This design comes from an exercise in tuning for small area on the open sky130 flow, not from production work.
In this exercise RTL edits were held to simulation tests only and were not proved equivalent to the original.
No activity file was given, so power comes from the tool's default toggle rates.

<file path="flow/design.v">
`default_nettype none
module regfile_mp_sb #(
  parameter int DATA_WIDTH = 64,
  parameter int NUM_REGS   = 32,
  parameter int ADDR_WIDTH = $clog2(NUM_REGS),
  parameter int NUM_RD     = 2,
  parameter int ZERO_REG   = 1
) (
  input  logic                         clk,
  input  logic                         reset,
  input  logic [NUM_RD*ADDR_WIDTH-1:0] rd_addr,
  output logic [NUM_RD*DATA_WIDTH-1:0] rd_data,
  output logic [NUM_RD-1:0]            rd_busy,
  input  logic                         wr0_en,
  input  logic [ADDR_WIDTH-1:0]        wr0_addr,
  input  logic [DATA_WIDTH-1:0]        wr0_data,
  input  logic                         wr1_en,
  input  logic [ADDR_WIDTH-1:0]        wr1_addr,
  input  logic [DATA_WIDTH-1:0]        wr1_data,
  input  logic                         iss_en,
  input  logic [ADDR_WIDTH-1:0]        iss_addr,
  input  logic                         flush
);
  localparam bit C_ZERO = (ZERO_REG != 0);
  logic [NUM_REGS-1:0][DATA_WIDTH-1:0] data_q;
  logic [NUM_REGS-1:0][DATA_WIDTH-1:0] data_d;
  logic [NUM_REGS-1:0]   busy_q;
  logic [NUM_REGS-1:0]   busy_d;
  logic wr0_vld;
  logic wr1_vld;
  logic iss_vld;
  assign wr0_vld = wr0_en && !(C_ZERO && (wr0_addr == '0));
  assign wr1_vld = wr1_en && !(C_ZERO && (wr1_addr == '0));
  assign iss_vld = iss_en && !(C_ZERO && (iss_addr == '0));
  always_comb begin
    data_d = data_q;
    busy_d = busy_q;
    if (flush) begin
      busy_d = '0;
    end
    if (wr0_vld) begin
      data_d[wr0_addr] = wr0_data;
      busy_d[wr0_addr] = 1'b0;
    end
    if (wr1_vld) begin
      data_d[wr1_addr] = wr1_data;
      busy_d[wr1_addr] = 1'b0;
    end
    if (iss_vld) begin
      busy_d[iss_addr] = 1'b1;
    end
    if (reset) begin
      for (int i = 0; i < NUM_REGS; i++) begin
        data_d[i] = '0;
      end
      busy_d = '0;
    end
  end
  always_ff @(posedge clk) begin
    data_q <= data_d;
    busy_q <= busy_d;
  end
  generate
    for (genvar k = 0; k < NUM_RD; k++) begin : g_rd
      logic [ADDR_WIDTH-1:0] addr_k;
      logic                  hit0;
      logic                  hit1;
      assign addr_k = rd_addr[k*ADDR_WIDTH +: ADDR_WIDTH];
      assign hit0   = wr0_vld && (wr0_addr == addr_k);
      assign hit1   = wr1_vld && (wr1_addr == addr_k);
      always_comb begin
        rd_data[k*DATA_WIDTH +: DATA_WIDTH] = data_q[addr_k];
        rd_busy[k] = busy_q[addr_k] && !(hit0 || hit1);
        if (C_ZERO && (addr_k == '0)) begin
          rd_data[k*DATA_WIDTH +: DATA_WIDTH] = '0;
          rd_busy[k] = 1'b0;
        end else if (hit1) begin
          rd_data[k*DATA_WIDTH +: DATA_WIDTH] = wr1_data;
        end else if (hit0) begin
          rd_data[k*DATA_WIDTH +: DATA_WIDTH] = wr0_data;
        end
      end
    end
  endgenerate
endmodule
`default_nettype wire
</file>
<file path="flow/run.sh">
#!/bin/bash
# synth_recipe.tcl (not shown) runs the flow's synth.tcl, then flattens the netlist and writes it again
# the make line also repeats each setting of config.mk as NAME=value (left out here)
make -C /OpenROAD-flow-scripts/flow DESIGN_CONFIG=/design/flow/config.mk WORK_HOME=/design/flow/orfs CLKGATE_MAP_FILE= SYNTH_SCRIPT=/design/flow/synth_recipe.tcl finish
</file>
<file path="flow/config.mk">
export PLATFORM = sky130hd
export DESIGN_NAME = regfile_mp_sb
export DESIGN_NICKNAME = regfile_mp_sb
export VERILOG_FILES = /design/flow/design.v
export SDC_FILE = /design/flow/constraint.sdc
export NUM_CORES = 4
export LEC_CHECK = 0
export CAP_MARGIN = 20
export CORE_MARGIN = 2
export CORE_UTILIZATION = 30
export SLEW_MARGIN = 20
</file>
<file path="flow/constraint.sdc">
create_clock -name core_clock -period 8.0 [get_ports {clk}]
set_input_delay 1.6000 -clock core_clock [delete_from_list [all_inputs] [get_ports {clk}]]
set_output_delay 1.6000 -clock core_clock [all_outputs]
set_load 0.01 [all_outputs]
</file>
==> run notes <==
| Parameter | Reported | Unit |
|:---|:---|:---|
| Run status | complete, no violations | - |
| Seq cells post-synth | 2080 | - |
| Clock input transition at the sequential cells of the worst setup and hold paths | 0.06 | ns |
| IR Drop Worst-Case VDD | 0.187 | mV |
| Area growth, synth to finish | 11.8 | % |
| Port Buffer Count | 288 | - |
| Fmax | 129 | MHz |
| Worst clock skew on the final layout | 0 | ns |
| Worst-margin pin slew | 1.30 | ns |
| Number of distinct library cells after synthesis | 68 | - |
| Overall Power | 26000 | uW |
| Critical register-to-register path startpoint | data_q[759] | - |
| Per-cell routed wire length | 34.4 | um |
| Hold Slack | 0.481 | ns |
| Final weighted congestion of routability-driven global placement | 0.924 | - |
| Fin util | 33.7 | % |
| Buffer type at the clock tree root | clkbuf_16 | - |
| Arrival time worst endpoint | 6.16 | ns |
| Source-to-sink clock delay at the later pin of the worst-skew pair | 0.94 | ns |
| Sum of overflow across all layers after global routing | 0 | - |
| Initial Utilization | 30.2 | % |
| Fraction of final layout cells sized beyond drive strength 1 | 14.7 | % |
| Horizontal die dimension | 654 | um |
| Data required time at the worst endpoint | 6.40 | ns |
| Core region area | 0.420 | mm^2 |
| Global-route wire length before repair | 896000 | um |
| Number of routed nets with antenna violations | 0 | - |
| Yosys warnings | 1 | - |
| Vert. Die Dim | 654 | um |
| Final total negative setup slack | 0 | ns |
| Final period utilization | 97.1 | % |
| Total setup violations reported at the end of the flow | 0 | - |
| Number of sinks handled by clock tree synthesis | 2080 | - |
| Normalized max-slew margin | 13.2 | % |
| Capturing element type of the critical path | output pin | - |
| Number of DRC violations after detailed routing | 0 | - |
| Total count of hold-check failures in the final report | 0 | - |
| Post-layout nets | 13000 | - |
| Count of buffers added by post-CTS timing repair for setup | 0 | - |
| Primary flip-flop cell chosen by synthesis mapping | dfxtp_1 | - |
| TritonCTS clock tree | yes | - |
| Class of the tightest hold or removal check | reg -> reg | - |
| Crit path launch | wr0_addr[1] | - |
| Net count after synthesis | 14100 | - |
| Number of cells on the worst reg-to-reg path | 3 | - |
| Fraction of synthesized cell area taken by the top area cell type | 32.8 | % |
| CP startpoint kind | input pin | - |
| Power Density | 184 | mW/mm^2 |
| Num CTS Buffers | 231 | - |
| Reg2Reg Capture Point | data_q[759] | - |
| Leak | 0.0510 | uW |
| Mean area per synthesized cell | 9.13 | um^2 |
| WL final | 645000 | um |
| Commonest non-fill, non-tap cells in the layout | nor2_1 (2095), dfxtp_1 (2080), mux2i_1 (1423) | - |
| Dpl cells | 18300 | - |
| Row cnt | 238 | - |
| Pin count of the biggest net entering global routing | 196 | - |
| Unrepaired setup endpoints after global routing | false | - |
| Pins Over Slew Limit | 0 | - |
| Start-to-end type of the worst setup path | in -> out | - |
| Netlist area before placement | 0.127 | mm^2 |
| Total of max-cap violations | 0 | - |
| Clock buffer depth | 4 | - |
| DPL Wire Length | 362000 | um |
| Drt initial violations | 21800 | - |
| Overall global routing resource usage | 28.7 | % |
| Instance count of the mapped netlist | 13900 | - |
| Most common cell after layout, fill and taps aside | nor2_1 | - |
| Number of I/O pins | 289 | - |
| Number of antenna violations at the first check in global routing | 53 | - |
| Via density per instance | 6.68 | - |
| Register-to-register setup slack | 7.01 | ns |
| Post-synth EDFFs | 0 | - |
| Crit path max fanout | 17 | - |
| Vias in the first global route | 116000 | - |
| H-tree levels | 4 | - |
| Post-synthesis sequential area ratio | 32.8 | % |
| Asr flop ratio synth | 0 | % |
| Finished Layout Cells | 18700 | - |
| First-pass detailed-route iteration total | 9 | - |
| Post-synth top area cell | dfxtp_1 | - |
| Area enclosed by the die boundary | 0.428 | mm^2 |
| Main area contributors after synthesis | dfxtp_1 (33%), mux4_2 (16%), mux2i_1 (11%) | - |
| Tmin final | 7.76 | ns |
| Detailed-route via count | 125000 | - |
| CP endpoint | rd_data[34] | - |
worst min-delay path by stage:
stage,start,endpoint,slack (ns),cells past startpoint
final,data_q[6],data_q[6],0.48,1
after global routing,data_q[24],data_q[24],0.49,1
after CTS,data_q[31],data_q[31],0.48,1
after detailed placement,data_q[29],data_q[29],0.47,1
after global placement,data_q[51],data_q[51],0.46,1
after floorplan,data_q[12],data_q[12],0.45,1
cell usage after synthesis (all sizes together) (4+ instances only):
cell     instances
nor2          2109
a31oi           71
o221ai         136
nand3          868
mux4           906
nor2b           75
dfxtp         2080
xor2            16
nor3b            4
and2            40
a22oi          350
o22ai          110
xnor2           13
buf            618
nand4           23
mux2i         1423
o21ai           69
a2111oi         30
nand3b          38
o2111ai         37
a211oi        1148
nand2         1130
nor3            43
clkbuf        1414
a21oi          166
a32oi           15
and3            15
nor4             9
nand2b          14
inv             20
ha               8
a311oi         863
layout make-up:
class                           instances  area [um^2]
Clock inverter                         77         1000
Timing Repair Buffer                  775         7610
Inverter                               21         85.1
Sequential cell                      2080        41600
Antenna cell                           44          110
Tap cell                             5640         7060
Fill cell                           42500       279000
Clock buffer                          342         6810
Multi-Input combinational cell       9758        77400
per-stage QoR:
stage / instance area [um^2] / setup slack, ns
2_1_floorplan: 127000 / 2.11
3_3_place_gp: 134000 / -0.170
3_5_place_dp: 134000 / -0.138
4_1_cts: 142000 / 0.0657
5_1_grt: 142000 / 0.166
6_report: 142000 / 0.236
logic make-up after synthesis:
logic type,after synthesis,share of synthesized area (%)
flops,2080,32.8
fa+ha+maj,8,0.0789
simple gates,4385,14.5
xor+xnor,29,0.212
buf+inv,2053,6.80
compound gates,3005,18.3
mux,2330,27.3
state kept, by name, indices dropped and copies added (netlist names):
signal	cells
busy_q	32
data_q	2048
worst max-delay path, cell delays in order:
cell             delay (ns)
clkdlybuf4s50_1        0.64
inv_1                  0.11
ha_1                   0.21
nand2b_1               0.09
nor2_1                 0.05
ha_1                   0.20
nand2b_1               0.23
nor2_2                 0.44
and3_4                 0.67
buf_4                  0.35
a211oi_1               0.11
nor3_1                 0.65
buf_4                  0.24
clkdlybuf4s50_1        0.54
per-layer routing:
metal	track usage, %	up-vias	wire length [um]
li1	-	50400	-
met1	35.6	60900	228000
met2	41.2	11000	263000
met3	9.43	2984	94500
met4	21.7	34	58600
met5	0	-	227
report_power, final:
group          switching (uW)  total [uW]  leakage, uW  internal [uW]
Clock                    4940       11500      0.00384           6540
Sequential                183       10800       0.0168          10600
Combinational            2630        3770       0.0303           1140
Total                    7760       26000       0.0510          18300
what timing repair did:
action,4_1_cts,5_1_grt
pin swaps,0,1
hold buffers,0,0
cloned,0,1
setup endpoints to repair,3,5
endpoints found under the hold margin,0,0
resized for setup,3,4

[what the ideal ports hide]
The results above use ideal ports. As a check the final layout listed here was re-extracted and re-timed, cells and wires unchanged.
Step 1 assumes that a clkbuf_16 drives the clock port and a buf_2 every other input.
Step 2 moves the port delays by t, midway between the first and last clock arrival at a register: inputs arrive t later, outputs are due t later. That takes back most of the time a late clock gives input paths.
Three values: ideal, step 1, step 2; two values: the first two.
t, ns: 1.052
setup slack, ns: 0.236 / -0.129 / -0.129
hold WS [ns]: 0.481 / 0.481 / 0.481
slew at the worst register clock pin (ns): 0.08 / 0.08
worst slew at a driven data input, ns: 0.42
With both steps, setup timing fails in this run, where it was met with ideal ports. For this run, drivers alone change the setup slack by -0.365 ns; drivers and shift together by -0.365 ns.
